Background: an optimization exercise with open tools, aiming at small area and a short achievable clock period. Do not read the settings as production practice.
In this exercise RTL edits were held to simulation tests only and were not proved equivalent to the original.
Power and IR drop assume default switching activity.

==> design/flow/design.v <==
`default_nettype none
package alu_fmt_pkg;
    localparam int lane_count = 4;
    localparam int opnd_w = 8;
    localparam int prod_w = 16;
    localparam int res_w = 26;
endpackage
`default_nettype wire
`default_nettype none
module mul8s (
    input  logic [7:0]  a,
    input  logic [3:0]  one,
    input  logic [3:0]  two,
    input  logic [3:0]  neg,
    output logic [15:0] p
);
    logic pp1, pp2, pp3, pp4, pp5, pp6, pp7, pp8, pp9, pp10, pp11, pp12, pp13, pp14, pp15, pp16, pp17, pp18, pp19, pp20, pp21, pp22, pp23, pp24, pp25, pp26, pp27, pp28, pp29, pp30, pp31, pp32, pp33, pp34, pp35, pp36, ns37, ns38, ns39, ns40, s41, c42, s43, c44, s45, c46, s47, c48, s49, c50, s51, c52, s53, c54, s55, c56, s57, c58, s59, c60, s61, c62, s63, c64, s65, c66, s67, c68, s69, c70, s71, c72, s73, c74, s75, c76, s77, c78, s79, c80, s81, c82, s83, c84, s85, c86, s87, c88;
    logic [15:0] r0, r1;
    assign pp1 = ((one[0] & a[0])) ^ neg[0];
    assign pp2 = ((one[0] & a[1]) | (two[0] & a[0])) ^ neg[0];
    assign pp3 = ((one[0] & a[2]) | (two[0] & a[1])) ^ neg[0];
    assign pp4 = ((one[0] & a[3]) | (two[0] & a[2])) ^ neg[0];
    assign pp5 = ((one[0] & a[4]) | (two[0] & a[3])) ^ neg[0];
    assign pp6 = ((one[0] & a[5]) | (two[0] & a[4])) ^ neg[0];
    assign pp7 = ((one[0] & a[6]) | (two[0] & a[5])) ^ neg[0];
    assign pp8 = ((one[0] & a[7]) | (two[0] & a[6])) ^ neg[0];
    assign pp9 = ((one[0] & a[7]) | (two[0] & a[7])) ^ neg[0];
    assign pp10 = ((one[1] & a[0])) ^ neg[1];
    assign pp11 = ((one[1] & a[1]) | (two[1] & a[0])) ^ neg[1];
    assign pp12 = ((one[1] & a[2]) | (two[1] & a[1])) ^ neg[1];
    assign pp13 = ((one[1] & a[3]) | (two[1] & a[2])) ^ neg[1];
    assign pp14 = ((one[1] & a[4]) | (two[1] & a[3])) ^ neg[1];
    assign pp15 = ((one[1] & a[5]) | (two[1] & a[4])) ^ neg[1];
    assign pp16 = ((one[1] & a[6]) | (two[1] & a[5])) ^ neg[1];
    assign pp17 = ((one[1] & a[7]) | (two[1] & a[6])) ^ neg[1];
    assign pp18 = ((one[1] & a[7]) | (two[1] & a[7])) ^ neg[1];
    assign pp19 = ((one[2] & a[0])) ^ neg[2];
    assign pp20 = ((one[2] & a[1]) | (two[2] & a[0])) ^ neg[2];
    assign pp21 = ((one[2] & a[2]) | (two[2] & a[1])) ^ neg[2];
    assign pp22 = ((one[2] & a[3]) | (two[2] & a[2])) ^ neg[2];
    assign pp23 = ((one[2] & a[4]) | (two[2] & a[3])) ^ neg[2];
    assign pp24 = ((one[2] & a[5]) | (two[2] & a[4])) ^ neg[2];
    assign pp25 = ((one[2] & a[6]) | (two[2] & a[5])) ^ neg[2];
    assign pp26 = ((one[2] & a[7]) | (two[2] & a[6])) ^ neg[2];
    assign pp27 = ((one[2] & a[7]) | (two[2] & a[7])) ^ neg[2];
    assign pp28 = ((one[3] & a[0])) ^ neg[3];
    assign pp29 = ((one[3] & a[1]) | (two[3] & a[0])) ^ neg[3];
    assign pp30 = ((one[3] & a[2]) | (two[3] & a[1])) ^ neg[3];
    assign pp31 = ((one[3] & a[3]) | (two[3] & a[2])) ^ neg[3];
    assign pp32 = ((one[3] & a[4]) | (two[3] & a[3])) ^ neg[3];
    assign pp33 = ((one[3] & a[5]) | (two[3] & a[4])) ^ neg[3];
    assign pp34 = ((one[3] & a[6]) | (two[3] & a[5])) ^ neg[3];
    assign pp35 = ((one[3] & a[7]) | (two[3] & a[6])) ^ neg[3];
    assign pp36 = ((one[3] & a[7]) | (two[3] & a[7])) ^ neg[3];
    assign ns37 = ~pp9;
    assign ns38 = ~pp18;
    assign ns39 = ~pp27;
    assign ns40 = ~pp36;
    assign {c42, s41} = neg[3] + pp7;
    assign {c44, s43} = pp8 + pp15;
    assign {c46, s45} = 1'b1 + pp16 + pp23;
    assign {c48, s47} = 1'b1 + pp17;
    assign {c50, s49} = neg[2] + pp5;
    assign {c52, s51} = pp6 + pp13;
    assign {c54, s53} = pp14 + pp21 + pp28;
    assign {c56, s55} = pp22 + pp29 + c42;
    assign {c58, s57} = pp30 + ns37 + c44;
    assign {c60, s59} = pp24 + pp31 + s47;
    assign {c62, s61} = pp25 + pp32 + ns38;
    assign {c64, s63} = 1'b1 + pp26;
    assign {c66, s65} = neg[1] + pp3;
    assign {c68, s67} = pp4 + pp11;
    assign {c70, s69} = pp12 + pp19 + s49;
    assign {c72, s71} = pp20 + c50 + s51;
    assign {c74, s73} = c52 + s41 + s53;
    assign {c76, s75} = s43 + c54 + s55;
    assign {c78, s77} = s45 + c56 + s57;
    assign {c80, s79} = c46 + c58 + s59;
    assign {c82, s81} = c48 + s61 + c60;
    assign {c84, s83} = pp33 + s63 + c62;
    assign {c86, s85} = pp34 + ns39 + c64;
    assign {c88, s87} = 1'b1 + pp35;
    assign r0 = {1'b1, c88, c86, c84, c82, c80, c78, c76, c74, c72, c70, c68, c66, s65, pp2, neg[0]};
    assign r1 = {1'b0, ns40, s87, s85, s83, s81, s79, s77, s75, s73, s71, s69, s67, pp10, 1'b0, pp1};
    mul8s_add u_add (.a(r0), .b(r1), .y(p));
endmodule
module booth_enc (
    input  logic [7:0] x,
    output logic [3:0] one,
    output logic [3:0] two,
    output logic [3:0] neg
);
    logic [8:0] xe;
    assign xe = {x, 1'b0};
    always_comb begin
        for (int j = 0; j < 4; j++) begin
            one[j] = xe[2*j+1] ^ xe[2*j];
            two[j] = (xe[2*j+2] & ~xe[2*j+1] & ~xe[2*j]) | (~xe[2*j+2] & xe[2*j+1] & xe[2*j]);
            neg[j] = xe[2*j+2];
        end
    end
endmodule
`default_nettype wire
`default_nettype none
module sum4g (
    input  logic [15:0] t0,
    input  logic [15:0] t1,
    input  logic [15:0] t2,
    input  logic [15:0] t3,
    input  logic [2:0]  e,
    output logic [17:0] y
);
    logic g1, g2, g3, g4, g5, g6, g7, g8, g9, g10, g11, g12, g13, g14, g15, g16, g17, g18, g19, g20, g21, g22, g23, g24, g25, g26, g27, g28, g29, g30, g31, g32, g33, g34, g35, g36, g37, g38, g39, g40, g41, g42, g43, g44, g45, g46, g47, g48, g49, s50, c51, s52, c53, s54, c55, s56, c57, s58, c59, s60, c61, s62, c63, s64, c65, s66, c67, s68, c69, s70, c71, s72, c73, s74, c75, s76, c77, s78, c79, s80, c81, s82, c83, s84, c85, s86, c87, s88, c89, s90, c91, s92, c93, s94, c95, s96, c97, s98, c99, s100, c101, s102, c103, s104, c105, s106, c107, s108, c109, s110, c111, s112, c113;
    logic [17:0] r0, r1;
    assign g1 = ~t0[15];
    assign g2 = e[0] & t1[0];
    assign g3 = e[0] & t1[1];
    assign g4 = e[0] & t1[2];
    assign g5 = e[0] & t1[3];
    assign g6 = e[0] & t1[4];
    assign g7 = e[0] & t1[5];
    assign g8 = e[0] & t1[6];
    assign g9 = e[0] & t1[7];
    assign g10 = e[0] & t1[8];
    assign g11 = e[0] & t1[9];
    assign g12 = e[0] & t1[10];
    assign g13 = e[0] & t1[11];
    assign g14 = e[0] & t1[12];
    assign g15 = e[0] & t1[13];
    assign g16 = e[0] & t1[14];
    assign g17 = ~(e[0] & t1[15]);
    assign g18 = e[1] & t2[0];
    assign g19 = e[1] & t2[1];
    assign g20 = e[1] & t2[2];
    assign g21 = e[1] & t2[3];
    assign g22 = e[1] & t2[4];
    assign g23 = e[1] & t2[5];
    assign g24 = e[1] & t2[6];
    assign g25 = e[1] & t2[7];
    assign g26 = e[1] & t2[8];
    assign g27 = e[1] & t2[9];
    assign g28 = e[1] & t2[10];
    assign g29 = e[1] & t2[11];
    assign g30 = e[1] & t2[12];
    assign g31 = e[1] & t2[13];
    assign g32 = e[1] & t2[14];
    assign g33 = ~(e[1] & t2[15]);
    assign g34 = e[2] & t3[0];
    assign g35 = e[2] & t3[1];
    assign g36 = e[2] & t3[2];
    assign g37 = e[2] & t3[3];
    assign g38 = e[2] & t3[4];
    assign g39 = e[2] & t3[5];
    assign g40 = e[2] & t3[6];
    assign g41 = e[2] & t3[7];
    assign g42 = e[2] & t3[8];
    assign g43 = e[2] & t3[9];
    assign g44 = e[2] & t3[10];
    assign g45 = e[2] & t3[11];
    assign g46 = e[2] & t3[12];
    assign g47 = e[2] & t3[13];
    assign g48 = e[2] & t3[14];
    assign g49 = ~(e[2] & t3[15]);
    assign {c51, s50} = t0[0] + g2;
    assign {c53, s52} = t0[1] + g3 + g19;
    assign {c55, s54} = t0[2] + g4 + g20;
    assign {c57, s56} = t0[3] + g5 + g21;
    assign {c59, s58} = t0[4] + g6 + g22;
    assign {c61, s60} = t0[5] + g7 + g23;
    assign {c63, s62} = t0[6] + g8 + g24;
    assign {c65, s64} = t0[7] + g9 + g25;
    assign {c67, s66} = t0[8] + g10 + g26;
    assign {c69, s68} = t0[9] + g11 + g27;
    assign {c71, s70} = t0[10] + g12 + g28;
    assign {c73, s72} = t0[11] + g13 + g29;
    assign {c75, s74} = t0[12] + g14 + g30;
    assign {c77, s76} = t0[13] + g15 + g31;
    assign {c79, s78} = t0[14] + g16 + g32;
    assign {c81, s80} = g1 + g17 + g33;
    assign {c83, s82} = g18 + g34;
    assign {c85, s84} = g35 + c51 + s52;
    assign {c87, s86} = g36 + c53 + s54;
    assign {c89, s88} = g37 + c55 + s56;
    assign {c91, s90} = g38 + c57 + s58;
    assign {c93, s92} = g39 + c59 + s60;
    assign {c95, s94} = g40 + c61 + s62;
    assign {c97, s96} = g41 + c63 + s64;
    assign {c99, s98} = g42 + c65 + s66;
    assign {c101, s100} = g43 + c67 + s68;
    assign {c103, s102} = g44 + c69 + s70;
    assign {c105, s104} = g45 + c71 + s72;
    assign {c107, s106} = g46 + c73 + s74;
    assign {c109, s108} = g47 + c75 + s76;
    assign {c111, s110} = g48 + c77 + s78;
    assign {c113, s112} = g49 + c79 + s80;
    assign r0 = {1'b1, c113, c111, c109, c107, c105, c103, c101, c99, c97, c95, c93, c91, c89, c87, c85, c83, s82};
    assign r1 = {1'b0, c81, s112, s110, s108, s106, s104, s102, s100, s98, s96, s94, s92, s90, s88, s86, s84, s50};
    sum4g_add u_add (.a(r0), .b(r1), .y(y));
endmodule
module sum2g (
    input  logic [15:0] t0,
    input  logic [15:0] t1,
    input  logic [0:0]  e,
    output logic [16:0] y
);
    logic g1, g2, g3, g4, g5, g6, g7, g8, g9, g10, g11, g12, g13, g14, g15, g16, g17;
    logic [16:0] r0, r1;
    assign g1 = ~t0[15];
    assign g2 = e[0] & t1[0];
    assign g3 = e[0] & t1[1];
    assign g4 = e[0] & t1[2];
    assign g5 = e[0] & t1[3];
    assign g6 = e[0] & t1[4];
    assign g7 = e[0] & t1[5];
    assign g8 = e[0] & t1[6];
    assign g9 = e[0] & t1[7];
    assign g10 = e[0] & t1[8];
    assign g11 = e[0] & t1[9];
    assign g12 = e[0] & t1[10];
    assign g13 = e[0] & t1[11];
    assign g14 = e[0] & t1[12];
    assign g15 = e[0] & t1[13];
    assign g16 = e[0] & t1[14];
    assign g17 = ~(e[0] & t1[15]);
    assign r0 = {1'b1, g1, t0[14], t0[13], t0[12], t0[11], t0[10], t0[9], t0[8], t0[7], t0[6], t0[5], t0[4], t0[3], t0[2], t0[1], t0[0]};
    assign r1 = {1'b0, g17, g16, g15, g14, g13, g12, g11, g10, g9, g8, g7, g6, g5, g4, g3, g2};
    sum2g_add u_add (.a(r0), .b(r1), .y(y));
endmodule
`default_nettype wire
`default_nettype none
module mul8s_add (
    input  logic [15:0] a,
    input  logic [15:0] b,
    output logic [15:0] y
);
    logic [15:0] ai, bi;
    assign ai = {1'b1, a[14], a[13], a[12], a[11], a[10], a[9], a[8], a[7], a[6], a[5], a[4], a[3], a[2], a[1], a[0]};
    assign bi = {1'b0, b[14], b[13], b[12], b[11], b[10], b[9], b[8], b[7], b[6], b[5], b[4], b[3], b[2], 1'b0, b[0]};
    logic [15:0] cp, cg, cc;
    assign cp = ai ^ bi;
    assign cg = ai & bi;
    logic kg1, kp1;
    assign kg1 = cg[1] | (cp[1] & cg[0]);
    assign kp1 = cp[1] & cp[0];
    logic kg2, kp2;
    assign kg2 = cg[2] | (cp[2] & cg[1]);
    assign kp2 = cp[2] & cp[1];
    logic kg3, kp3;
    assign kg3 = cg[3] | (cp[3] & cg[2]);
    assign kp3 = cp[3] & cp[2];
    logic kg4, kp4;
    assign kg4 = cg[4] | (cp[4] & cg[3]);
    assign kp4 = cp[4] & cp[3];
    logic kg5, kp5;
    assign kg5 = cg[5] | (cp[5] & cg[4]);
    assign kp5 = cp[5] & cp[4];
    logic kg6, kp6;
    assign kg6 = cg[6] | (cp[6] & cg[5]);
    assign kp6 = cp[6] & cp[5];
    logic kg7, kp7;
    assign kg7 = cg[7] | (cp[7] & cg[6]);
    assign kp7 = cp[7] & cp[6];
    logic kg8, kp8;
    assign kg8 = cg[8] | (cp[8] & cg[7]);
    assign kp8 = cp[8] & cp[7];
    logic kg9, kp9;
    assign kg9 = cg[9] | (cp[9] & cg[8]);
    assign kp9 = cp[9] & cp[8];
    logic kg10, kp10;
    assign kg10 = cg[10] | (cp[10] & cg[9]);
    assign kp10 = cp[10] & cp[9];
    logic kg11, kp11;
    assign kg11 = cg[11] | (cp[11] & cg[10]);
    assign kp11 = cp[11] & cp[10];
    logic kg12, kp12;
    assign kg12 = cg[12] | (cp[12] & cg[11]);
    assign kp12 = cp[12] & cp[11];
    logic kg13, kp13;
    assign kg13 = cg[13] | (cp[13] & cg[12]);
    assign kp13 = cp[13] & cp[12];
    logic kg14, kp14;
    assign kg14 = cg[14] | (cp[14] & cg[13]);
    assign kp14 = cp[14] & cp[13];
    logic kg15, kp15;
    assign kg15 = cg[15] | (cp[15] & cg[14]);
    assign kp15 = cp[15] & cp[14];
    logic kg16, kp16;
    assign kg16 = kg2 | (kp2 & cg[0]);
    assign kp16 = kp2 & cp[0];
    logic kg17, kp17;
    assign kg17 = kg3 | (kp3 & kg1);
    assign kp17 = kp3 & kp1;
    logic kg18, kp18;
    assign kg18 = kg4 | (kp4 & kg2);
    assign kp18 = kp4 & kp2;
    logic kg19, kp19;
    assign kg19 = kg5 | (kp5 & kg3);
    assign kp19 = kp5 & kp3;
    logic kg20, kp20;
    assign kg20 = kg6 | (kp6 & kg4);
    assign kp20 = kp6 & kp4;
    logic kg21, kp21;
    assign kg21 = kg7 | (kp7 & kg5);
    assign kp21 = kp7 & kp5;
    logic kg22, kp22;
    assign kg22 = kg8 | (kp8 & kg6);
    assign kp22 = kp8 & kp6;
    logic kg23, kp23;
    assign kg23 = kg9 | (kp9 & kg7);
    assign kp23 = kp9 & kp7;
    logic kg24, kp24;
    assign kg24 = kg10 | (kp10 & kg8);
    assign kp24 = kp10 & kp8;
    logic kg25, kp25;
    assign kg25 = kg11 | (kp11 & kg9);
    assign kp25 = kp11 & kp9;
    logic kg26, kp26;
    assign kg26 = kg12 | (kp12 & kg10);
    assign kp26 = kp12 & kp10;
    logic kg27, kp27;
    assign kg27 = kg13 | (kp13 & kg11);
    assign kp27 = kp13 & kp11;
    logic kg28, kp28;
    assign kg28 = kg14 | (kp14 & kg12);
    assign kp28 = kp14 & kp12;
    logic kg29, kp29;
    assign kg29 = kg15 | (kp15 & kg13);
    assign kp29 = kp15 & kp13;
    logic kg30, kp30;
    assign kg30 = kg18 | (kp18 & cg[0]);
    assign kp30 = kp18 & cp[0];
    logic kg31, kp31;
    assign kg31 = kg19 | (kp19 & kg1);
    assign kp31 = kp19 & kp1;
    logic kg32, kp32;
    assign kg32 = kg20 | (kp20 & kg16);
    assign kp32 = kp20 & kp16;
    logic kg33, kp33;
    assign kg33 = kg21 | (kp21 & kg17);
    assign kp33 = kp21 & kp17;
    logic kg34, kp34;
    assign kg34 = kg22 | (kp22 & kg18);
    assign kp34 = kp22 & kp18;
    logic kg35, kp35;
    assign kg35 = kg23 | (kp23 & kg19);
    assign kp35 = kp23 & kp19;
    logic kg36, kp36;
    assign kg36 = kg24 | (kp24 & kg20);
    assign kp36 = kp24 & kp20;
    logic kg37, kp37;
    assign kg37 = kg25 | (kp25 & kg21);
    assign kp37 = kp25 & kp21;
    logic kg38, kp38;
    assign kg38 = kg26 | (kp26 & kg22);
    assign kp38 = kp26 & kp22;
    logic kg39, kp39;
    assign kg39 = kg27 | (kp27 & kg23);
    assign kp39 = kp27 & kp23;
    logic kg40, kp40;
    assign kg40 = kg28 | (kp28 & kg24);
    assign kp40 = kp28 & kp24;
    logic kg41, kp41;
    assign kg41 = kg29 | (kp29 & kg25);
    assign kp41 = kp29 & kp25;
    logic kg42, kp42;
    assign kg42 = kg34 | (kp34 & cg[0]);
    assign kp42 = kp34 & cp[0];
    logic kg43, kp43;
    assign kg43 = kg35 | (kp35 & kg1);
    assign kp43 = kp35 & kp1;
    logic kg44, kp44;
    assign kg44 = kg36 | (kp36 & kg16);
    assign kp44 = kp36 & kp16;
    logic kg45, kp45;
    assign kg45 = kg37 | (kp37 & kg17);
    assign kp45 = kp37 & kp17;
    logic kg46, kp46;
    assign kg46 = kg38 | (kp38 & kg30);
    assign kp46 = kp38 & kp30;
    logic kg47, kp47;
    assign kg47 = kg39 | (kp39 & kg31);
    assign kp47 = kp39 & kp31;
    logic kg48, kp48;
    assign kg48 = kg40 | (kp40 & kg32);
    assign kp48 = kp40 & kp32;
    logic kg49, kp49;
    assign kg49 = kg41 | (kp41 & kg33);
    assign kp49 = kp41 & kp33;
    assign cc[0] = 1'b0;
    assign cc[1] = cg[0];
    assign cc[2] = kg1;
    assign cc[3] = kg16;
    assign cc[4] = kg17;
    assign cc[5] = kg30;
    assign cc[6] = kg31;
    assign cc[7] = kg32;
    assign cc[8] = kg33;
    assign cc[9] = kg42;
    assign cc[10] = kg43;
    assign cc[11] = kg44;
    assign cc[12] = kg45;
    assign cc[13] = kg46;
    assign cc[14] = kg47;
    assign cc[15] = kg48;
    assign y = cp ^ cc;
endmodule
module sum4g_add (
    input  logic [17:0] a,
    input  logic [17:0] b,
    output logic [17:0] y
);
    logic [17:0] ai, bi;
    assign ai = {1'b1, a[16], a[15], a[14], a[13], a[12], a[11], a[10], a[9], a[8], a[7], a[6], a[5], a[4], a[3], a[2], a[1], a[0]};
    assign bi = {1'b0, b[16], b[15], b[14], b[13], b[12], b[11], b[10], b[9], b[8], b[7], b[6], b[5], b[4], b[3], b[2], b[1], b[0]};
    logic [17:0] cp, cg, cc;
    assign cp = ai ^ bi;
    assign cg = ai & bi;
    logic kg1, kp1;
    assign kg1 = cg[1] | (cp[1] & cg[0]);
    assign kp1 = cp[1] & cp[0];
    logic kg2, kp2;
    assign kg2 = cg[2] | (cp[2] & cg[1]);
    assign kp2 = cp[2] & cp[1];
    logic kg3, kp3;
    assign kg3 = cg[3] | (cp[3] & cg[2]);
    assign kp3 = cp[3] & cp[2];
    logic kg4, kp4;
    assign kg4 = cg[4] | (cp[4] & cg[3]);
    assign kp4 = cp[4] & cp[3];
    logic kg5, kp5;
    assign kg5 = cg[5] | (cp[5] & cg[4]);
    assign kp5 = cp[5] & cp[4];
    logic kg6, kp6;
    assign kg6 = cg[6] | (cp[6] & cg[5]);
    assign kp6 = cp[6] & cp[5];
    logic kg7, kp7;
    assign kg7 = cg[7] | (cp[7] & cg[6]);
    assign kp7 = cp[7] & cp[6];
    logic kg8, kp8;
    assign kg8 = cg[8] | (cp[8] & cg[7]);
    assign kp8 = cp[8] & cp[7];
    logic kg9, kp9;
    assign kg9 = cg[9] | (cp[9] & cg[8]);
    assign kp9 = cp[9] & cp[8];
    logic kg10, kp10;
    assign kg10 = cg[10] | (cp[10] & cg[9]);
    assign kp10 = cp[10] & cp[9];
    logic kg11, kp11;
    assign kg11 = cg[11] | (cp[11] & cg[10]);
    assign kp11 = cp[11] & cp[10];
    logic kg12, kp12;
    assign kg12 = cg[12] | (cp[12] & cg[11]);
    assign kp12 = cp[12] & cp[11];
    logic kg13, kp13;
    assign kg13 = cg[13] | (cp[13] & cg[12]);
    assign kp13 = cp[13] & cp[12];
    logic kg14, kp14;
    assign kg14 = cg[14] | (cp[14] & cg[13]);
    assign kp14 = cp[14] & cp[13];
    logic kg15, kp15;
    assign kg15 = cg[15] | (cp[15] & cg[14]);
    assign kp15 = cp[15] & cp[14];
    logic kg16, kp16;
    assign kg16 = cg[16] | (cp[16] & cg[15]);
    assign kp16 = cp[16] & cp[15];
    logic kg17, kp17;
    assign kg17 = cg[17] | (cp[17] & cg[16]);
    assign kp17 = cp[17] & cp[16];
    logic kg18, kp18;
    assign kg18 = kg2 | (kp2 & cg[0]);
    assign kp18 = kp2 & cp[0];
    logic kg19, kp19;
    assign kg19 = kg3 | (kp3 & kg1);
    assign kp19 = kp3 & kp1;
    logic kg20, kp20;
    assign kg20 = kg4 | (kp4 & kg2);
    assign kp20 = kp4 & kp2;
    logic kg21, kp21;
    assign kg21 = kg5 | (kp5 & kg3);
    assign kp21 = kp5 & kp3;
    logic kg22, kp22;
    assign kg22 = kg6 | (kp6 & kg4);
    assign kp22 = kp6 & kp4;
    logic kg23, kp23;
    assign kg23 = kg7 | (kp7 & kg5);
    assign kp23 = kp7 & kp5;
    logic kg24, kp24;
    assign kg24 = kg8 | (kp8 & kg6);
    assign kp24 = kp8 & kp6;
    logic kg25, kp25;
    assign kg25 = kg9 | (kp9 & kg7);
    assign kp25 = kp9 & kp7;
    logic kg26, kp26;
    assign kg26 = kg10 | (kp10 & kg8);
    assign kp26 = kp10 & kp8;
    logic kg27, kp27;
    assign kg27 = kg11 | (kp11 & kg9);
    assign kp27 = kp11 & kp9;
    logic kg28, kp28;
    assign kg28 = kg12 | (kp12 & kg10);
    assign kp28 = kp12 & kp10;
    logic kg29, kp29;
    assign kg29 = kg13 | (kp13 & kg11);
    assign kp29 = kp13 & kp11;
    logic kg30, kp30;
    assign kg30 = kg14 | (kp14 & kg12);
    assign kp30 = kp14 & kp12;
    logic kg31, kp31;
    assign kg31 = kg15 | (kp15 & kg13);
    assign kp31 = kp15 & kp13;
    logic kg32, kp32;
    assign kg32 = kg16 | (kp16 & kg14);
    assign kp32 = kp16 & kp14;
    logic kg33, kp33;
    assign kg33 = kg17 | (kp17 & kg15);
    assign kp33 = kp17 & kp15;
    logic kg34, kp34;
    assign kg34 = kg20 | (kp20 & cg[0]);
    assign kp34 = kp20 & cp[0];
    logic kg35, kp35;
    assign kg35 = kg21 | (kp21 & kg1);
    assign kp35 = kp21 & kp1;
    logic kg36, kp36;
    assign kg36 = kg22 | (kp22 & kg18);
    assign kp36 = kp22 & kp18;
    logic kg37, kp37;
    assign kg37 = kg23 | (kp23 & kg19);
    assign kp37 = kp23 & kp19;
    logic kg38, kp38;
    assign kg38 = kg24 | (kp24 & kg20);
    assign kp38 = kp24 & kp20;
    logic kg39, kp39;
    assign kg39 = kg25 | (kp25 & kg21);
    assign kp39 = kp25 & kp21;
    logic kg40, kp40;
    assign kg40 = kg26 | (kp26 & kg22);
    assign kp40 = kp26 & kp22;
    logic kg41, kp41;
    assign kg41 = kg27 | (kp27 & kg23);
    assign kp41 = kp27 & kp23;
    logic kg42, kp42;
    assign kg42 = kg28 | (kp28 & kg24);
    assign kp42 = kp28 & kp24;
    logic kg43, kp43;
    assign kg43 = kg29 | (kp29 & kg25);
    assign kp43 = kp29 & kp25;
    logic kg44, kp44;
    assign kg44 = kg30 | (kp30 & kg26);
    assign kp44 = kp30 & kp26;
    logic kg45, kp45;
    assign kg45 = kg31 | (kp31 & kg27);
    assign kp45 = kp31 & kp27;
    logic kg46, kp46;
    assign kg46 = kg32 | (kp32 & kg28);
    assign kp46 = kp32 & kp28;
    logic kg47, kp47;
    assign kg47 = kg33 | (kp33 & kg29);
    assign kp47 = kp33 & kp29;
    logic kg48, kp48;
    assign kg48 = kg38 | (kp38 & cg[0]);
    assign kp48 = kp38 & cp[0];
    logic kg49, kp49;
    assign kg49 = kg39 | (kp39 & kg1);
    assign kp49 = kp39 & kp1;
    logic kg50, kp50;
    assign kg50 = kg40 | (kp40 & kg18);
    assign kp50 = kp40 & kp18;
    logic kg51, kp51;
    assign kg51 = kg41 | (kp41 & kg19);
    assign kp51 = kp41 & kp19;
    logic kg52, kp52;
    assign kg52 = kg42 | (kp42 & kg34);
    assign kp52 = kp42 & kp34;
    logic kg53, kp53;
    assign kg53 = kg43 | (kp43 & kg35);
    assign kp53 = kp43 & kp35;
    logic kg54, kp54;
    assign kg54 = kg44 | (kp44 & kg36);
    assign kp54 = kp44 & kp36;
    logic kg55, kp55;
    assign kg55 = kg45 | (kp45 & kg37);
    assign kp55 = kp45 & kp37;
    logic kg56, kp56;
    assign kg56 = kg46 | (kp46 & kg38);
    assign kp56 = kp46 & kp38;
    logic kg57, kp57;
    assign kg57 = kg47 | (kp47 & kg39);
    assign kp57 = kp47 & kp39;
    logic kg58, kp58;
    assign kg58 = kg56 | (kp56 & cg[0]);
    assign kp58 = kp56 & cp[0];
    logic kg59, kp59;
    assign kg59 = kg57 | (kp57 & kg1);
    assign kp59 = kp57 & kp1;
    assign cc[0] = 1'b0;
    assign cc[1] = cg[0];
    assign cc[2] = kg1;
    assign cc[3] = kg18;
    assign cc[4] = kg19;
    assign cc[5] = kg34;
    assign cc[6] = kg35;
    assign cc[7] = kg36;
    assign cc[8] = kg37;
    assign cc[9] = kg48;
    assign cc[10] = kg49;
    assign cc[11] = kg50;
    assign cc[12] = kg51;
    assign cc[13] = kg52;
    assign cc[14] = kg53;
    assign cc[15] = kg54;
    assign cc[16] = kg55;
    assign cc[17] = kg58;
    assign y = cp ^ cc;
endmodule
module sum2g_add (
    input  logic [16:0] a,
    input  logic [16:0] b,
    output logic [16:0] y
);
    logic [16:0] ai, bi;
    assign ai = {1'b1, a[15], a[14], a[13], a[12], a[11], a[10], a[9], a[8], a[7], a[6], a[5], a[4], a[3], a[2], a[1], a[0]};
    assign bi = {1'b0, b[15], b[14], b[13], b[12], b[11], b[10], b[9], b[8], b[7], b[6], b[5], b[4], b[3], b[2], b[1], b[0]};
    logic [16:0] cp, cg, cc;
    assign cp = ai ^ bi;
    assign cg = ai & bi;
    logic kg1, kp1;
    assign kg1 = cg[1] | (cp[1] & cg[0]);
    assign kp1 = cp[1] & cp[0];
    logic kg2, kp2;
    assign kg2 = cg[3] | (cp[3] & cg[2]);
    assign kp2 = cp[3] & cp[2];
    logic kg3, kp3;
    assign kg3 = cg[5] | (cp[5] & cg[4]);
    assign kp3 = cp[5] & cp[4];
    logic kg4, kp4;
    assign kg4 = cg[7] | (cp[7] & cg[6]);
    assign kp4 = cp[7] & cp[6];
    logic kg5, kp5;
    assign kg5 = cg[9] | (cp[9] & cg[8]);
    assign kp5 = cp[9] & cp[8];
    logic kg6, kp6;
    assign kg6 = cg[11] | (cp[11] & cg[10]);
    assign kp6 = cp[11] & cp[10];
    logic kg7, kp7;
    assign kg7 = cg[13] | (cp[13] & cg[12]);
    assign kp7 = cp[13] & cp[12];
    logic kg8, kp8;
    assign kg8 = cg[15] | (cp[15] & cg[14]);
    assign kp8 = cp[15] & cp[14];
    logic kg9, kp9;
    assign kg9 = kg2 | (kp2 & kg1);
    assign kp9 = kp2 & kp1;
    logic kg10, kp10;
    assign kg10 = kg4 | (kp4 & kg3);
    assign kp10 = kp4 & kp3;
    logic kg11, kp11;
    assign kg11 = kg6 | (kp6 & kg5);
    assign kp11 = kp6 & kp5;
    logic kg12, kp12;
    assign kg12 = kg8 | (kp8 & kg7);
    assign kp12 = kp8 & kp7;
    logic kg13, kp13;
    assign kg13 = kg10 | (kp10 & kg9);
    assign kp13 = kp10 & kp9;
    logic kg14, kp14;
    assign kg14 = kg12 | (kp12 & kg11);
    assign kp14 = kp12 & kp11;
    logic kg15, kp15;
    assign kg15 = kg14 | (kp14 & kg13);
    assign kp15 = kp14 & kp13;
    logic kg16, kp16;
    assign kg16 = kg11 | (kp11 & kg13);
    assign kp16 = kp11 & kp13;
    logic kg17, kp17;
    assign kg17 = kg3 | (kp3 & kg9);
    assign kp17 = kp3 & kp9;
    logic kg18, kp18;
    assign kg18 = kg5 | (kp5 & kg13);
    assign kp18 = kp5 & kp13;
    logic kg19, kp19;
    assign kg19 = kg7 | (kp7 & kg16);
    assign kp19 = kp7 & kp16;
    logic kg20, kp20;
    assign kg20 = cg[2] | (cp[2] & kg1);
    assign kp20 = cp[2] & kp1;
    logic kg21, kp21;
    assign kg21 = cg[4] | (cp[4] & kg9);
    assign kp21 = cp[4] & kp9;
    logic kg22, kp22;
    assign kg22 = cg[6] | (cp[6] & kg17);
    assign kp22 = cp[6] & kp17;
    logic kg23, kp23;
    assign kg23 = cg[8] | (cp[8] & kg13);
    assign kp23 = cp[8] & kp13;
    logic kg24, kp24;
    assign kg24 = cg[10] | (cp[10] & kg18);
    assign kp24 = cp[10] & kp18;
    logic kg25, kp25;
    assign kg25 = cg[12] | (cp[12] & kg16);
    assign kp25 = cp[12] & kp16;
    logic kg26, kp26;
    assign kg26 = cg[14] | (cp[14] & kg19);
    assign kp26 = cp[14] & kp19;
    logic kg27, kp27;
    assign kg27 = cg[16] | (cp[16] & kg15);
    assign kp27 = cp[16] & kp15;
    assign cc[0] = 1'b0;
    assign cc[1] = cg[0];
    assign cc[2] = kg1;
    assign cc[3] = kg20;
    assign cc[4] = kg9;
    assign cc[5] = kg21;
    assign cc[6] = kg17;
    assign cc[7] = kg22;
    assign cc[8] = kg13;
    assign cc[9] = kg23;
    assign cc[10] = kg18;
    assign cc[11] = kg24;
    assign cc[12] = kg16;
    assign cc[13] = kg25;
    assign cc[14] = kg19;
    assign cc[15] = kg26;
    assign cc[16] = kg15;
    assign y = cp ^ cc;
endmodule
`default_nettype wire
`default_nettype none
module matvec_alu_top (
    input  logic        clk,
    input  logic        rst,
    input  logic        in_valid,
    input  logic [31:0] mat_word,
    input  logic [31:0] vec_word,
    input  logic [2:0]  pattern,
    output logic        out_valid,
    output logic [25:0] res_0,
    output logic [25:0] res_1,
    output logic [25:0] res_2,
    output logic [25:0] res_3
);
    logic        v1, v2;
    logic [2:0]  b1;
    always_ff @(posedge clk or negedge rst) begin
        if (!rst) begin
            v1        <= 1'b0;
            v2        <= 1'b0;
            out_valid <= 1'b0;
        end else begin
            v1        <= in_valid;
            v2        <= v1;
            out_valid <= v2;
        end
    end
    logic [31:0] m1;
    logic [3:0]  e_one [4], e_two [4], e_neg [4];
    logic [3:0]  one1 [4], two1 [4], neg1 [4];
    for (genvar gi = 0; gi < 4; gi++) begin : g_enc
        booth_enc u_enc (.x(vec_word[31-8*gi -: 8]), .one(e_one[gi]), .two(e_two[gi]), .neg(e_neg[gi]));
    end
    always_ff @(posedge clk) begin
        m1 <= mat_word;
        for (int i = 0; i < 4; i++) begin
            one1[i] <= e_one[i];
            two1[i] <= e_two[i];
            neg1[i] <= e_neg[i];
        end
        b1 <= pattern;
    end
    logic [15:0] q [4];
    logic [15:0] p [4];
    logic [3:0]  g;
    logic [2:0]  b2;
    for (genvar gi = 0; gi < 4; gi++) begin : g_mul
        mul8s u_mul (.a(m1[31-8*gi -: 8]), .one(one1[gi]), .two(two1[gi]), .neg(neg1[gi]), .p(q[gi]));
    end
    always_ff @(posedge clk) begin
        for (int i = 0; i < 4; i++) begin
            p[i] <= q[i];
        end
        g  <= {~b1[2], ~b1[1] & ~b1[2], ~b1[1], ~b1[0]};
        b2 <= b1;
    end
    logic [17:0] y_n, y3;
    logic [16:0] u_n, u3;
    logic [15:0] p0_3, p3_3;
    sum4g u_y (.t0(p[1]), .t1(p[0]), .t2(p[2]), .t3(p[3]), .e(g[2:0]), .y(y_n));
    sum2g u_u (.t0(p[2]), .t1(p[3]), .e(g[3]), .y(u_n));
    logic z0n, c1y, c1u, c1p, c2u, c2p, c3p;
    always_ff @(posedge clk) begin
        y3   <= y_n;
        u3   <= u_n;
        p0_3 <= p[0];
        p3_3 <= p[3];
        z0n  <= ~b2[0];
        c1y  <= b2[0];
        c1u  <= ~b2[0] & b2[1];
        c1p  <= ~b2[0] & ~b2[1] & b2[2];
        c2u  <= b2[0] & b2[1];
        c2p  <= b2[2] & (b2[0] ^ b2[1]);
        c3p  <= &b2;
    end
    logic [17:0] s0, s1, s2, s3;
    always_comb begin
        s0 = z0n ? y3 : 18'($signed(p0_3));
        s1 = ({18{c1y}} & y3) | ({18{c1u}} & 18'($signed(u3))) | ({18{c1p}} & 18'($signed(p3_3)));
        s2 = ({18{c2u}} & 18'($signed(u3))) | ({18{c2p}} & 18'($signed(p3_3)));
        s3 = {18{c3p}} & 18'($signed(p3_3));
    end
    assign res_0 = 26'($signed(s0));
    assign res_1 = 26'($signed(s1));
    assign res_2 = 26'($signed(s2));
    assign res_3 = 26'($signed(s3));
endmodule
`default_nettype wire
==> design/flow/flow/run.sh <==
#!/bin/bash
# standard layout, with plain buf_1 cells as the port buffers
set -euo pipefail
export BUFFER_PORTS_ARGS="-buffer_cell sky130_fd_sc_hd__buf_1"
bash standard.sh > standard.log 2>&1
==> design/flow/standard.sh <==
#!/bin/bash
# synth_recipe.tcl (not shown) runs the flow's synth.tcl, then flattens the netlist and writes it again
# the make line also repeats each setting of config.mk as NAME=value (left out here)
make -C /OpenROAD-flow-scripts/flow DESIGN_CONFIG=/design/flow/config.mk WORK_HOME=/design/flow/orfs CLKGATE_MAP_FILE= SYNTH_SCRIPT=/design/flow/synth_recipe.tcl "${@:-finish}"
==> design/flow/config.mk <==
export PLATFORM = sky130hd
export DESIGN_NAME = matvec_alu_top
export DESIGN_NICKNAME = matvec_alu_top
export VERILOG_FILES = /design/flow/design.v
export SDC_FILE = /design/flow/constraint.sdc
export NUM_CORES = 4
export LEC_CHECK = 0
export CAP_MARGIN = 20
export CORE_MARGIN = 2
export CORE_UTILIZATION = 40
export CTS_BUF_LIST = sky130_fd_sc_hd__clkbuf_4
export CTS_CLUSTER_SIZE = 30
export SETUP_SLACK_MARGIN = 1.6
export SLEW_MARGIN = 20
export SYNTH_HIERARCHICAL = 1
==> design/flow/constraint.sdc <==
create_clock -name core_clock -period 5.2 [get_ports {clk}]
set_input_delay 1.0400 -clock core_clock [delete_from_list [all_inputs] [get_ports {clk}]]
set_output_delay 1.0400 -clock core_clock [all_outputs]
set_load 0.01 [all_outputs]
==> results of run 1 <==
==> power breakdown <==
part           switching (W)  leakage [nW]  internal [W]
clock network       0.000814         0.498      0.000918
logic                0.00373          4.86       0.00299
registers           0.000578          1.96       0.00244
==> timing repair <==
item / in CTS / in global routing
resized for setup: 5 / 43
cloned: 0 / 0
endpoints found under the setup margin: 4 / 21
pin swaps: 0 / 1
==> metal layers <==
metal | track usage [%] | up-vias | wire length (um)
met3 | 3.867 | 96 | 2086
met5 | 0 | - | 0
met4 | 8.655 | 0 | 1507
met1 | 22.93 | 5315 | 16510
met2 | 30.10 | 343 | 17460
li1 | - | 5509 | -
==> worst reg2reg max path: stages (launching register included) <==
cell and delay [ns]:
dfxtp_1 0.52, a22oi_1 0.16, xor2_1 0.18, fa_1 0.50, inv_1 0.05, fa_1 0.46, ha_1 0.37, a211o_1 0.28
a311o_1 0.39, a211oi_2 0.20, a21oi_1 0.11, xor2_1 0.15
==> state kept, by name, summed over array words and instances (netlist names), 3 cells and up <==
name / flops
b1: 3
b2: 3
g: 4
m1: 32
neg1: 16
one1: 16
p: 64
p0_3: 16
p3_3: 16
two1: 16
u3: 17
y3: 18
==> path summary, 6_finish.rpt <==
check                           start         to  slack, ns  cells past startpoint
max in group asynchronous         rst         v2       4.94                      1
min                               rst  out_valid       0.11                      1
max                        one1[0][2]   p[0][13]       1.72                     11
min in group core_clock       p[0][6]    p0_3[6]       0.34                      0
max reg2reg                one1[0][2]   p[0][13]       1.72                     11
min reg2reg                   p[0][6]    p0_3[6]       0.34                      0
==> cell usage in the layout, fill, tap and decap left out, drive strengths merged, types with 4 or more instances in the layout <==
cell type  count
or2            8
dfxtp        228
o22ai          4
a22oi        113
nand4          5
a21oi         53
nor3           5
a211oi        10
mux2          15
a311oi         4
o21a          12
nor2b         10
a211o          5
o21bai        16
clkinv        29
inv          102
and4           4
a41oi          5
nand2b        14
o21ai         57
a31oi         14
xor2         117
buf          174
ha           125
nand2         75
a21o          27
a222oi        16
nor2          22
clkbuf        84
a22o          17
xnor2        117
and2          78
a221oi         5
nand3b         8
fa            95
a311o          4
==> cell type report <==
cell class / count / area (um2) / share of cell area, %
Multi-Input combinational cell: 1074 / 9838 / 57.64
Timing Repair Buffer: 174 / 653.1 / 3.827
Clock buffer: 84 / 630.6 / 3.695
Inverter: 101 / 379.1 / 2.221
Tap cell: 518 / 648.1 / 3.797
Antenna cell: 1 / 2.502 / 0.01466
Clock inverter: 34 / 227.7 / 1.334
Sequential cell: 231 / 4688 / 27.47
==> through the flow <==
stage                     area [um2]  setup WS (ns)
final                          17070          1.724
after global routing           17070          1.529
after CTS                      16940          1.583
after detailed placement       16070          1.572
after global placement         16070          1.620
after floorplan                15880          1.804
==> results by group, run 1 <==
Die
  – Die span in y: ~200 um
  – Core Footprint: just under 40000 um2
  – Initial Util: 40.80%
  – Die area: 41310 um2
  – Chip width: about 200 um
  – Site row count: 72
  – IO Count: about 180

STA
  – Fmax: ~290 MHz
  – Period utilization: 66.84%
  – Setup TNS Final: 0 ns
  – Max transition margin: around 45%
  – Minimum hold slack: roughly 0.11 ns
  – RSZ-0062 raised after global routing: true
  – Max-slew violation count: 0
  – Worst Clk Skew: between 0.03 and 0.04 ns
  – Final setup vio count: 0
  – Final Hold Vio Count: 0
  – Worst slew pin tran: between 0.8 and 0.9 ns
  – Min Clock Period, post-route: between 3 and 4 ns

Worst hold path
  – Hold Path Class: input port to async pin

Final layout
  – Share of cells above drive strength 1: between 10% and 20%
  – Final Util: between 40% and 50%
  – Area delta synth->final: 7.486%
  – Fill cells: between 3000 and 4000
  – Nets: between 1500 and 2000
  – Cell Count, Final, Fillers Out: 2217

Yosys
  – Syn Std Cell Area: around 16000 um2
  – Synth Warn #: 20
  – Gate count of the mapped netlist: 1554
  – Synth Net Count: between 1500 and 2000
  – Synthesized area per cell: between 10 and 15 um2

Global route
  – Largest net degree at the start of global routing: 20
  – First-pass GRT wire length: 59530 um
  – Gr ovfl total: 0
  – Via count of the first global-routing pass: approximately 11000
  – Tot GR Track Use: a little under a fifth
  – Initial antenna violation count: 1

Drt
  – Vias/cell: between 5 and 6
  – Via count: around 11000
  – Detailed Route WL: 37570 um
  – Pre-antenna DRT Iters: 6
  – DRC: 0
  – Routed Antenna Nets: 0
  – Drt first-iter violations: approximately 600
  – Wirelength per Cell: 16.94 um

Setup path
  – Startpoint Class: flip-flop
  – Crit-path max FO: 9
  – Crit path largest cell delay: about 0.52 ns
  – Buf+Inv Stages, Crit Path: 1
  – Critical Path End Type: flip-flop
  – CP required: 5.80 ns
  – Slowest CP cell: dfxtp_1
  – Critical path arrival: a little over 4 ns
  – Worst-path cell chain: a22oi_1 -> xor2_1 -> fa_1 -> inv_1 -> fa_1 -> ha_1 -> a211o_1 -> a311o_1 -> a211oi_2 -> a21oi_1 -> xor2_1
  – Crit Path Category: flip-flop to flip-flop
  – Critical path's top delay family: adder cells

Clock tree
  – Root buffer cell: clkbuf_4
  – CTS sink cnt: 231
  – Clock Tree Buf Depth: 3
  – Num CTS Buffers: 66
  – TritonCTS clock tree: done
  – Hold_buf cts: 0
  – Clock-pin slew on the worst setup and hold paths: 0.06 ns
  – Clock Latency Late Sink: about 0.74 ns
  – H-tree depth: 3
  – # Post-CTS Setup Buffers: 0

Placement
  – Number of port buffers: 174
  – Placed Cells incl. Taps: 2098
  – Routability cong.: around 0.87
  – Hpwl dp: 29730 um

Flow run
  – Max Cap Viol: 0

Power and ir drop
  – Max rail drop VDD: between 0.0002 and 0.0003 V
  – Total power: 0.01146 W
  – Cell Pwr Density: between 600 and 700 nW/um2
  – Leakage power: around 7.3 nW

Run status
  – Status: timing/DRC/antenna clean
==> inputs of run 2 (changes only) <==
--- a/design/flow/config.mk
+++ b/design/flow/config.mk
@@ -8,8 +8,6 @@
 export CAP_MARGIN = 20
 export CORE_MARGIN = 2
 export CORE_UTILIZATION = 40
-export CTS_BUF_LIST = sky130_fd_sc_hd__clkbuf_4
-export CTS_CLUSTER_SIZE = 30
-export SETUP_SLACK_MARGIN = 1.6
+export SETUP_SLACK_MARGIN = 1.9
 export SLEW_MARGIN = 20
 export SYNTH_HIERARCHICAL = 1
==> run 2 against run 1 <==
Net effect: largest cell class unchanged; global-route usage shrank 0.40 points; worst hold slack gained 0.17 ns; synthesized area is the same; critical endpoint is now p[2][13]; utilization grew 1.3 points; die area is the same.
==> results by group, run 2 <==
Clock tree
  – Clock Tree Buf Depth: 3
  – CTS sink cnt: about 230
  – Clock Latency Late Sink: 0.56 ns
  – Num CTS Buffers: 28
  – Clock-pin slew on the worst setup and hold paths: roughly 0.060 ns
  – Root buffer cell: clkbuf_16
  – H-tree depth: 1
  – TritonCTS clock tree: done

STA
  – Final Hold Vio Count: 0
  – Max-slew violation count: 0
  – Max transition margin: a little over two fifths
  – Fmax: 295.8 MHz
  – Worst Clk Skew: 0.01203 ns
  – Setup TNS Final: 0 ns
  – Setup ws final: 1.819 ns
  – Minimum hold slack: 0.2727 ns
  – Period utilization: between 60 and 70%
  – Min Clock Period, post-route: roughly 3.4 ns
  – Worst slew pin tran: ~0.86 ns
  – Final setup vio count: 0
  – RSZ-0062 raised after global routing: true

Yosys
  – Gate count of the mapped netlist: about 1600
  – Syn Std Cell Area: roughly 16000 um2
  – Synth Warn #: 20
  – Synthesized area per cell: approximately 10 um2
  – Synth Net Count: approximately 1800

Global route
  – Met1 Usage GRT: 23.52%
  – Initial antenna violation count: 0
  – Gr ovfl total: 0
  – Largest net degree at the start of global routing: 20
  – Tot GR Track Use: 17.91%
  – Met3 Track Usage GR: about 2.4%
  – First-pass GRT wire length: about 60000 um
  – Met2 GRT Util: 30.45%
  – Via count of the first global-routing pass: roughly 11000
  – Layer with the highest usage: met2

Drt
  – Via count: around 11000
  – Vias/cell: roughly 5.2
  – Drt first-iter violations: approximately 560
  – Detailed Route WL: 37620 um
  – Wirelength per Cell: between 15 and 20 um
  – Pre-antenna DRT Iters: 7
  – Routed Antenna Nets: 0
  – DRC: 0

Final layout
  – Share of cells above drive strength 1: 15.55%
  – Biggest regs: p x64, m1 x32, y3 x18
  – Most flops, register: p
  – N_diodes: 0
  – Commonest non-fill, non-tap cells in the layout: buf_1 (174), dfxtp_1 (149), xor2_1 (117)
  – Most common cell after layout, fill and taps aside: buf_1
  – Max reg flops: 64
  – Nets: 1915
  – Fill cells: between 3000 and 4000
  – Area delta synth->final: 10.70%

Setup path
  – Crit-path max FO: 9
  – Slowest CP cell: fa_1
  – Critical path's top delay family: adder cells
  – Critical path arrival: about 3.8 ns
  – Buf+Inv Stages, Crit Path: 2
  – CP required: between 5 and 6 ns
  – Worst reg-to-reg setup slack: 1.82 ns
  – Critical Path End Type: flip-flop
  – Startpoint Class: flip-flop
  – Worst-path cell chain: a22oi_2 -> xnor2_1 -> ha_1 -> inv_1 -> fa_1 -> inv_1 -> fa_1 -> ha_4 -> or2_1 -> a311o_1 -> a211oi_2 -> a21oi_1 -> xor2_1
  – Crit path largest cell delay: between 0.5 and 0.6 ns
  – Crit Path Category: flip-flop to flip-flop

Placement
  – Dpl ws: 1.635 ns
  – Routability cong.: about 0.91
  – Number of port buffers: between 150 and 200
  – Hpwl dp: 29580 um

Die
  – Die span in y: approximately 200 um
  – Initial Util: 40.80%
  – Core Footprint: just under 40000 um2
  – IO Count: 175
  – Chip width: just over 200 um
  – Die area: between 40000 and 50000 um2
  – Site row count: 72

Flow run
  – Max Cap Viol: 0

Worst hold path
  – Hold Path Class: input port to async pin

Run status
  – Status: timing/DRC/antenna clean

Power and ir drop
  – Max rail drop VDD: around 0.00033 V
  – Leakage power: 7.397 nW
  – Cell Pwr Density: a little under 700 nW/um2
run 2: cell types whose count changed in the layout (fill, tap and decap cells not counted), moves of 15 or more:
cell / previous run / this run
dfxtp_2: 36 / 69
clkbuf_16: 0 / 28
buf_4: 0 / 15
clkbuf_4: 84 / 0
dfxtp_1: 191 / 149
clkinv_1: 21 / 0
run 2: final cells by class:
cell class	instances	area (um2)	share of cell area (%)
clock buffers	33	759.5	4.321
multi-input cells	1074	10010	56.93
inverters	101	379.1	2.157
repair buffers	189	765.7	4.356
flip-flops and latches	231	4763	27.10
well taps	518	648.1	3.687
clock inverters	18	255.2	1.452
run 2: repair_timing:
item,4_1_cts,5_1_grt
hold buffers,0,0
endpoints found under the setup margin,26,34
resized for setup,85,38
setup buffers,4,11
pin swaps,1,13
run 2: path summary, 6_finish.rpt:
kind                            startpoint         to  cells past startpoint
min in group core_clock                 v2  out_valid                      0
max in group asynchronous              rst         v1                      1
worst max-delay path            one1[2][0]   p[2][13]                     13
worst max register to register  one1[2][0]   p[2][13]                     13
worst min register to register          v2  out_valid                      0
worst min-delay path                   rst  out_valid                      1
run 2: per-layer routing:
metal	wire, um	vias to the layer above
met2	17980	283
met3	1782	61
li1	-	5417
met1	16750	5384
met5	0	-
met4	1105	0
run 2: per-stage QoR:
stage	total power (W)	instances	instance area, um2	util, %
2_1_floorplan	0.008144	1554	15950	-
3_3_place_gp	0.009652	2098	16140	41.48
3_5_place_dp	0.009674	2098	16140	41.48
4_1_cts	0.01194	2153	17360	44.60
5_1_grt	0.01324	2164	17580	45.17
6_report	0.01216	2164	17580	45.17
run 2: report_power, final:
part / leakage, nW / switching, W / internal [W]
registers: 1.96 / 0.000576 / 0.00244
clock network: 0.487 / 0.000790 / 0.00130
logic: 4.95 / 0.00383 / 0.00323
==> inputs of run 3 (changes only) <==
--- a/design/flow/config.mk
+++ b/design/flow/config.mk
@@ -8,6 +8,6 @@
 export CAP_MARGIN = 20
 export CORE_MARGIN = 2
 export CORE_UTILIZATION = 40
-export SETUP_SLACK_MARGIN = 1.9
+export SETUP_SLACK_MARGIN = 1.3
 export SLEW_MARGIN = 20
 export SYNTH_HIERARCHICAL = 1
==> run 3 against run 2 <==
Net effect: still clean on timing, DRC and antenna; utilization decreased by 1.3 points; synthesized area stayed put; first-iteration DRC count rose by 29%; die area unchanged; total power down 3.8%; critical path type unchanged.
==> results by group, run 3 <==
Drt
  – Routed Antenna Nets: 0
  – Via count: approximately 11000
  – Pre-antenna DRT Iters: 5
  – Drt first-iter violations: 730
  – Vias/cell: 5.112
  – Detailed Route WL: ~37000 um
  – DRC: 0
  – Wirelength per Cell: ~17 um

STA
  – RSZ-0062 raised after global routing: false
  – Worst Clk Skew: approximately 0.018 ns
  – Final Hold Vio Count: 0
  – Minimum hold slack: 0.2899 ns
  – Fmax: ~270 MHz
  – Period utilization: between 70% and 80%
  – Max transition margin: 44.45%
  – Worst slew pin tran: 0.8321 ns
  – Final setup vio count: 0
  – Max-slew violation count: 0
  – Setup TNS Final: 0 ns
  – Min Clock Period, post-route: 3.660 ns

Final layout
  – Commonest non-fill, non-tap cells in the layout: dfxtp_1 (228), buf_1 (174), ha_1 (125)
  – Most common cell after layout, fill and taps aside: dfxtp_1
  – Area delta synth->final: 7.431%
  – Share of cells above drive strength 1: about 7.4%
  – N_diodes: 0
  – Most flops, register: p
  – Nets: approximately 1900
  – Max reg flops: 64
  – Biggest regs: p x64, m1 x32, y3 x18
  – Final Util: roughly 44%

Setup path
  – Worst-path cell chain: a22oi_1 -> xnor2_1 -> ha_1 -> inv_1 -> fa_1 -> inv_1 -> fa_1 -> ha_1 -> or2_1 -> a311o_1 -> a211oi_2 -> a21oi_1 -> xor2_1
  – Slowest CP cell: dfxtp_1
  – Crit-path max FO: 8
  – Startpoint Class: flip-flop
  – CP required: roughly 5.6 ns
  – Crit Path Category: flip-flop to flip-flop
  – Critical Path End Type: flip-flop
  – Crit path largest cell delay: around 0.50 ns
  – RR Startpoint: m1[30]
  – Worst setup path start: m1[30]
  – Critical path arrival: 4.08 ns

Yosys
  – Synthesized area per cell: just over 10 um2
  – Synth Warn #: 20
  – Gate count of the mapped netlist: ~1600
  – Syn Std Cell Area: 15880 um2
  – Synth Net Count: between 1500 and 2000

Power and ir drop
  – Leakage power: about 7.3 nW
  – Max rail drop VDD: between 0.0002 and 0.0003 V
  – Cell Pwr Density: about 690 nW/um2
  – Total power: ~0.012 W

Clock tree
  – Clock Latency Late Sink: 0.55 ns
  – # Post-CTS Setup Buffers: 0
  – CTS-repair resized insts: 0
  – Num CTS Buffers: 27
  – TritonCTS clock tree: done
  – Clock-pin slew on the worst setup and hold paths: ~0.060 ns
  – Root buffer cell: clkbuf_16
  – Hold_buf cts: 0
  – CTS sink cnt: 231
  – H-tree depth: 1
  – Clock Tree Buf Depth: 3

Die
  – Chip width: about 200 um
  – Site row count: 72
  – Core Footprint: ~40000 um2
  – IO Count: around 180
  – Die span in y: approximately 200 um
  – Initial Util: between 40% and 50%
  – Die area: 41310 um2

Global route
  – Initial antenna violation count: 0
  – First-pass GRT wire length: 58530 um
  – Gr ovfl total: 0
  – Tot GR Track Use: between 10% and 20%
  – Largest net degree at the start of global routing: 20
  – Via count of the first global-routing pass: 11048

Placement
  – Hpwl dp: 29730 um
  – Number of port buffers: roughly 170
  – Routability cong.: between 0.8 and 0.9

Run status
  – Status: timing/DRC/antenna clean

Flow run
  – Max Cap Viol: 0

Worst hold path
  – Hold Path Class: input port to async pin
-- run 3: changes by cell type in the layout (fill, tap and decap cells not counted), moves of 10 or more --
cell / change
buf_4: -15
dfxtp_1: +79
dfxtp_2: -69
dfxtp_4: -10
ha_1: +13
ha_4: -11
-- run 3: where the power goes --
group	switching, W	internal (W)
combinational	0.00371	0.00292
sequential	0.000572	0.00244
clock	0.000779	0.00129
-- run 3: final timing paths --
kind                             end  slack [ns]  depth (start not counted)
max                         p[0][13]        1.54                         13
min in group core_clock           v2        0.35                          0
min                        out_valid        0.29                          1
min reg2reg                       v2        0.35                          0
max in group asynchronous         v1        4.76                          1
max reg2reg                 p[0][13]        1.54                         13
-- run 3: worst max-delay path: cells and delay by family, from the launching register on --
kind                     cells  cell delay, ns
XOR/XNOR                     2            0.34
flip-flops                   1            0.50
AO/OA/AOI/OAI                4            0.86
buffers and inverters        2            0.11
AND/OR/NAND/NOR              1            0.26
adder cells (fa/ha/maj)      4            1.47
-- run 3: cell type report --
type | count | area [um2]
Inverter | 101 | 379.1
Tap cell | 518 | 648.1
Clock buffer | 30 | 706.9
Sequential cell | 231 | 4639
Multi-Input combinational cell | 1074 | 9754
Timing Repair Buffer | 174 | 653.1
Fill cell | 3786 | 21860
Clock inverter | 18 | 277.8
-- run 3: metal layers --
layer  part of all wire, %  up-vias  global-route usage, %
li1                      -     5387                      -
met1                    45     5236                  22.96
met2                    47      276                  29.66
met3                   4.6       72                  2.844
met4                   3.5        0                  6.700
met5                     0        -                      0
-- run 3: per-stage QoR --
| step | instances | area [um2] | worst slack, ns |
|---|---|---|---|
| 5_1_grt | 2146 | 17060 | 1.355 |
| 3_3_place_gp | 2098 | 16070 | 1.620 |
| 4_1_cts | 2146 | 17060 | 1.563 |
| 6_report | 2146 | 17060 | 1.540 |
| 2_1_floorplan | 1554 | 15880 | 1.804 |
| 3_5_place_dp | 2098 | 16070 | 1.572 |
==> inputs of run 4 (changes only) <==
--- a/design/flow/config.mk
+++ b/design/flow/config.mk
@@ -8,6 +8,6 @@
 export CAP_MARGIN = 20
 export CORE_MARGIN = 2
 export CORE_UTILIZATION = 40
-export SETUP_SLACK_MARGIN = 1.3
+export SETUP_SLACK_MARGIN = 2.2
 export SLEW_MARGIN = 20
 export SYNTH_HIERARCHICAL = 1
==> run 4 against run 3 <==
Net effect: maximum frequency up 9.1%; highest routed layer unchanged; utilization increased by 4.1 points; clock skew hardly changed; still clean on timing, DRC and antenna; synthesized cell count unchanged.
==> results by group, run 4 <==
Final layout
  – Most flops, register: p
  – Most common cell after layout, fill and taps aside: buf_1
  – Nets: roughly 2000
  – Commonest non-fill, non-tap cells in the layout: buf_1 (174), dfxtp_1 (140), xor2_1 (117)
  – Share of cells above drive strength 1: 24.73%
  – Max reg flops: 64
  – Area delta synth->final: 17.59%
  – N_diodes: 0
  – Final Util: between 40% and 50%
  – Biggest regs: p x64, m1 x32, y3 x18
  – Fill cells: about 3600

Power and ir drop
  – Switching Fraction: between 40% and 50%
  – Clock share of power: between 10% and 20%
  – Register share of total power: between 20% and 30%
  – Logic pwr share: between 60% and 70%
  – Max rail drop VDD: 0.0004220 V
  – Cell Int Power: approximately 0.008 W
  – Switching pwr: ~0.0060 W
  – Leakage power: 7.709 nW
  – Cell Pwr Density: roughly 750 nW/um2

Global route
  – Initial antenna violation count: 0
  – Via count of the first global-routing pass: 11351
  – Largest net degree at the start of global routing: 20
  – Tot GR Track Use: around 18%
  – First-pass GRT wire length: approximately 61000 um
  – Gr ovfl total: 0

Placement
  – Number of port buffers: about 170
  – Routability cong.: approximately 0.89
  – Hpwl dp: 29570 um

Setup path
  – Startpoint Class: flip-flop
  – Critical Path End Type: flip-flop
  – Critical path's top delay family: adder cells
  – Crit path largest cell delay: 0.56 ns
  – Crit-path max FO: 2
  – CP required: roughly 5.6 ns
  – Slowest CP cell: fa_1
  – Critical path arrival: about 3.8 ns
  – Buf+Inv Stages, Crit Path: 2
  – Crit Path Category: flip-flop to flip-flop
  – Worst-path cell chain: a22oi_2 -> xnor2_1 -> ha_2 -> inv_2 -> fa_1 -> inv_2 -> fa_1 -> ha_4 -> or2_4 -> a311o_1 -> a211oi_2 -> a21oi_2 -> xor2_1

Yosys
  – Synth Warn #: 20
  – Gate count of the mapped netlist: about 1600
  – Synth Net Count: approximately 1800
  – Synthesized area per cell: 10.22 um2
  – Syn Std Cell Area: ~16000 um2

Clock tree
  – H-tree depth: 1
  – Hold_buf cts: 0
  – Root buffer cell: clkbuf_16
  – Num CTS Buffers: 28
  – CTS sink cnt: approximately 230
  – Clock Latency Late Sink: between 0.5 and 0.6 ns
  – Clock Tree Buf Depth: 3
  – Clock-pin slew on the worst setup and hold paths: ~0.06 ns
  – TritonCTS clock tree: done

Die
  – Chip width: around 200 um
  – IO Count: approximately 180
  – Initial Util: 40.80%
  – Core Footprint: around 40000 um2
  – Die area: about 41000 um2
  – Die span in y: between 200 and 250 um
  – Site row count: 72

Flow run
  – Max Cap Viol: 0

Drt
  – Pre-antenna DRT Iters: 5
  – Drt first-iter violations: 630
  – Vias/cell: around 5.1
  – DRC: 0
  – Routed Antenna Nets: 0
  – Detailed Route WL: slightly below 40000 um
  – Via count: around 11000
  – Wirelength per Cell: between 15 and 20 um

STA
  – Fmax: ~300 MHz
  – Worst Clk Skew: approximately 0.018 ns
  – Setup TNS Final: 0 ns
  – Max-slew violation count: 0
  – RSZ-0062 raised after global routing: true
  – Period utilization: between 60% and 70%
  – Final Hold Vio Count: 0
  – Min Clock Period, post-route: between 3 and 4 ns
  – Final setup vio count: 0
  – Worst slew pin tran: 0.6909 ns
  – Max transition margin: a little over half

Run status
  – Status: timing/DRC/antenna clean

Worst hold path
  – Hold Path Class: input port to async pin
-- run 4: layout make-up --
cell class | count | area, um2 | area share, %
repair buffers | 230 | 1134 | 6.071
well taps | 518 | 648.1 | 3.471
multi-input cells | 1074 | 10750 | 57.59
clock inverters | 15 | 163.9 | 0.8778
flip-flops and latches | 231 | 4817 | 25.80
inverters | 101 | 379.1 | 2.030
clock buffers | 35 | 777.0 | 4.161
-- run 4: worst paths after layout --
path	endpoint	cells past startpoint	slack (ns)	from
worst max-delay path	p[1][13]	13	1.84	one1[1][0]
worst max register to register	p[1][13]	13	1.84	one1[1][0]
worst min-delay path	out_valid	1	0.28	rst
worst min register to register	b2[0]	0	0.35	b1[0]
max in group asynchronous	v1	1	4.77	rst
min in group core_clock	b2[0]	0	0.35	b1[0]
-- run 4: power groups by stage --
stage	clock network, W	logic (W)	registers [W]
3_5_place_dp	0	0.00667	0.00304
4_1_cts	0.00201	0.00777	0.00301
5_1_grt	0.00208	0.00992	0.00307
3_3_place_gp	0	0.00664	0.00304
6_report	0.00195	0.00908	0.00301
2_1_floorplan	0	0.00548	0.00267
-- run 4: timing repair --
action,in CTS,in global routing
pin swaps,43,79
resized for setup,201,114
buffers inserted,34,22
endpoints found under the setup margin,96,65
-- run 4: through the flow --
step / worst slack [ns] / total power [W] / instance area (um2) / instances / hold WS, ns
2_1_floorplan: 1.951 / 0.008149 / 15950 / 1554 / 0.3229
3_3_place_gp: 1.720 / 0.009685 / 16140 / 2098 / 0.3418
3_5_place_dp: 1.691 / 0.009710 / 16140 / 2098 / 0.3390
4_1_cts: 1.875 / 0.01279 / 18020 / 2182 / 0.2583
5_1_grt: 1.703 / 0.01506 / 18670 / 2204 / 0.2682
6_report: 1.844 / 0.01405 / 18670 / 2204 / 0.2804
-- run 4: worst register-to-register path, delay by kind of cell, from the launching register on --
kind / cells / cell delay, ns
DFF: 1 / 0.35
xor gates and xnor gates: 2 / 0.29
adders and majority gates: 4 / 1.46
and+or+nand+nor: 1 / 0.23
AOI/OAI and AO/OA: 4 / 0.83
buffers and inverters: 2 / 0.08
-- run 4: routing by layer --
| metal | vias to the layer above | GRT usage [%] | wire length (um) |
|---|---|---|---|
| met1 | 5499 | 24.16 | 17330 |
| met2 | 257 | 31.55 | 19110 |
| met4 | 0 | 5.553 | 1050 |
| met5 | - | 0 | 0 |
| li1 | 5499 | - | - |
| met3 | 60 | 2.141 | 1491 |
==> inputs of run 5 (changes only) <==
--- a/design/flow/config.mk
+++ b/design/flow/config.mk
@@ -7,7 +7,8 @@
 export LEC_CHECK = 0
 export CAP_MARGIN = 20
 export CORE_MARGIN = 2
-export CORE_UTILIZATION = 40
-export SETUP_SLACK_MARGIN = 2.2
+export CORE_UTILIZATION = 50
+export PLACE_DENSITY = 0.8
+export SETUP_SLACK_MARGIN = 1.6
 export SLEW_MARGIN = 20
 export SYNTH_HIERARCHICAL = 1
==> run 5 against run 4 <==
Net effect: worst hold slack improved by 0.012 ns; utilization grew 6.2 points; maximum frequency is 4.2% lower; cell area is 9.0% lower; routed wire length shrank 8.4%; synthesized cell count stayed put; first-iteration DRC count grew 53%.
==> results by group, run 5 <==
Drt
  – Detailed Route WL: approximately 36000 um
  – Drt first-iter violations: between 900 and 1000
  – Routed Antenna Nets: 0
  – Pre-antenna DRT Iters: 7
  – Via count: ~11000
  – DRC: 0
  – Vias/cell: 5.558

STA
  – Max transition margin: between 40% and 50%
  – Max-slew violation count: 0
  – Fmax: 285.4 MHz
  – Worst Clk Skew: between 0.02 and 0.03 ns
  – Min Clock Period, post-route: approximately 3.5 ns
  – Setup ws final: 1.696 ns
  – Final Hold Vio Count: 0
  – Worst slew pin tran: roughly 0.83 ns
  – Final setup vio count: 0
  – Minimum hold slack: between 0.2 and 0.3 ns
  – Setup TNS Final: 0 ns
  – Period utilization: between 60% and 70%

Global route
  – Largest net degree at the start of global routing: 20
  – Initial antenna violation count: 0
  – Via count of the first global-routing pass: around 11000
  – First-pass GRT wire length: 57570 um
  – Gr ovfl total: 0
  – Tot GR Track Use: roughly 21%

Power and ir drop
  – Cell Pwr Density: just under 700 nW/um2
  – Leakage power: about 7.3 nW
  – Max rail drop VDD: 0.0003669 V

Clock tree
  – CTS sink cnt: around 230
  – H-tree depth: 1
  – Root buffer cell: clkbuf_16
  – Clock Tree Buf Depth: 3
  – Clock-pin slew on the worst setup and hold paths: ~0.060 ns
  – TritonCTS clock tree: done
  – Clock Latency Late Sink: 0.56 ns
  – # Post-CTS Setup Buffers: 0

Final layout
  – Area delta synth->final: 7.052%
  – Most common cell after layout, fill and taps aside: dfxtp_1
  – N_diodes: 0
  – Fill cells: about 2700
  – Nets: roughly 1900
  – Max reg flops: 64
  – Most flops, register: p
  – Share of cells above drive strength 1: ~11%
  – Biggest regs: p x64, m1 x32, y3 x18
  – Commonest non-fill, non-tap cells in the layout: dfxtp_1 (185), buf_1 (174), ha_1 (120)

Yosys
  – Synth Net Count: 1844
  – Synth Warn #: 20
  – Synthesized area per cell: 10.22 um2
  – Syn Std Cell Area: roughly 16000 um2
  – Gate count of the mapped netlist: roughly 1600

Setup path
  – CP required: between 5 and 6 ns
  – Critical Path End Type: flip-flop
  – Startpoint Class: flip-flop
  – Critical path arrival: a little under 4 ns
  – Buf+Inv Stages, Crit Path: 1
  – Worst-path cell chain: xor2_1 -> fa_1 -> inv_1 -> fa_1 -> ha_1 -> a211o_1 -> a311o_1 -> a211oi_2 -> a21oi_1 -> xor2_1
  – Critical path's top delay family: adder cells
  – Crit path largest cell delay: between 0.7 and 0.8 ns
  – Crit Path Category: flip-flop to flip-flop

Die
  – Die area: ~33000 um2
  – Initial Util: between 50% and 60%
  – Core Footprint: ~31000 um2
  – Site row count: 65
  – Chip width: 182.2 um

Flow run
  – Max Cap Viol: 0

Placement
  – Routability cong.: just over 0.9
  – Number of port buffers: about 170
  – Hpwl dp: roughly 28000 um
  – Dpl ws: between 1.5 and 2 ns

Run status
  – Status: timing/DRC/antenna clean
==> run 5: cell type report <==
| cell class | count | area (um2) | area share, % |
|---|---|---|---|
| clock buffer | 35 | 765.7 | 4.505 |
| clock inverter | 11 | 122.6 | 0.7213 |
| inverter | 101 | 379.1 | 2.230 |
| multi-input combinational | 1074 | 9872 | 58.07 |
| sequential | 231 | 4703 | 27.67 |
| tap | 402 | 503.0 | 2.959 |
| timing repair buffer | 174 | 653.1 | 3.842 |
==> run 5: path summary, 6_finish.rpt <==
kind	start	to	slack [ns]	cells after the start
worst min register to register	v1	v2	0.35	0
worst max register to register	neg1[2][1]	p[2][13]	1.70	10
max in group asynchronous	rst	v2	4.76	1
worst min-delay path	rst	v1	0.29	1
min in group core_clock	v1	v2	0.35	0
worst max-delay path	neg1[2][1]	p[2][13]	1.70	10
==> run 5: worst reg2reg max path, stage by stage, from the launching register on <==
cell	delay (ns)
dfxtp_1	0.71
xor2_1	0.20
fa_1	0.56
inv_1	0.05
fa_1	0.45
ha_1	0.37
a211o_1	0.29
a311o_1	0.35
a211oi_2	0.19
a21oi_1	0.10
xor2_1	0.15
==> run 5: timing repair <==
item	in CTS	in global routing
resized for setup	6	56
hold buffers	0	0
endpoints found under the setup margin	5	22
pin swaps	0	4
==> run 5: through the flow <==
| step | std cells | total power (W) | utilization, % | area [um2] |
|---|---|---|---|---|
| final | 2028 | 0.01166 | 54.15 | 17000 |
| after detailed placement | 1982 | 0.009582 | 50.74 | 15930 |
| after global routing | 2028 | 0.01263 | 54.15 | 17000 |
| after floorplan | 1554 | 0.008075 | - | 15880 |
| after global placement | 1982 | 0.009413 | 50.74 | 15930 |
| after CTS | 2028 | 0.01154 | 53.61 | 16830 |
==> run 5: power by group <==
| part | internal [W] | leakage (nW) | switching (W) |
|---|---|---|---|
| Sequential | 0.00244 | 1.96 | 0.000574 |
| Clock | 0.00113 | 0.441 | 0.000728 |
| Combinational | 0.00301 | 4.88 | 0.00378 |
==> run 5: layer usage <==
layer	global-route usage, %	routed length [um]	share of wire (%)
met5	0	0	0
met4	8.290	1344	3.8
met3	3.432	1939	5.4
met1	26.56	14970	42
met2	37.54	17430	49
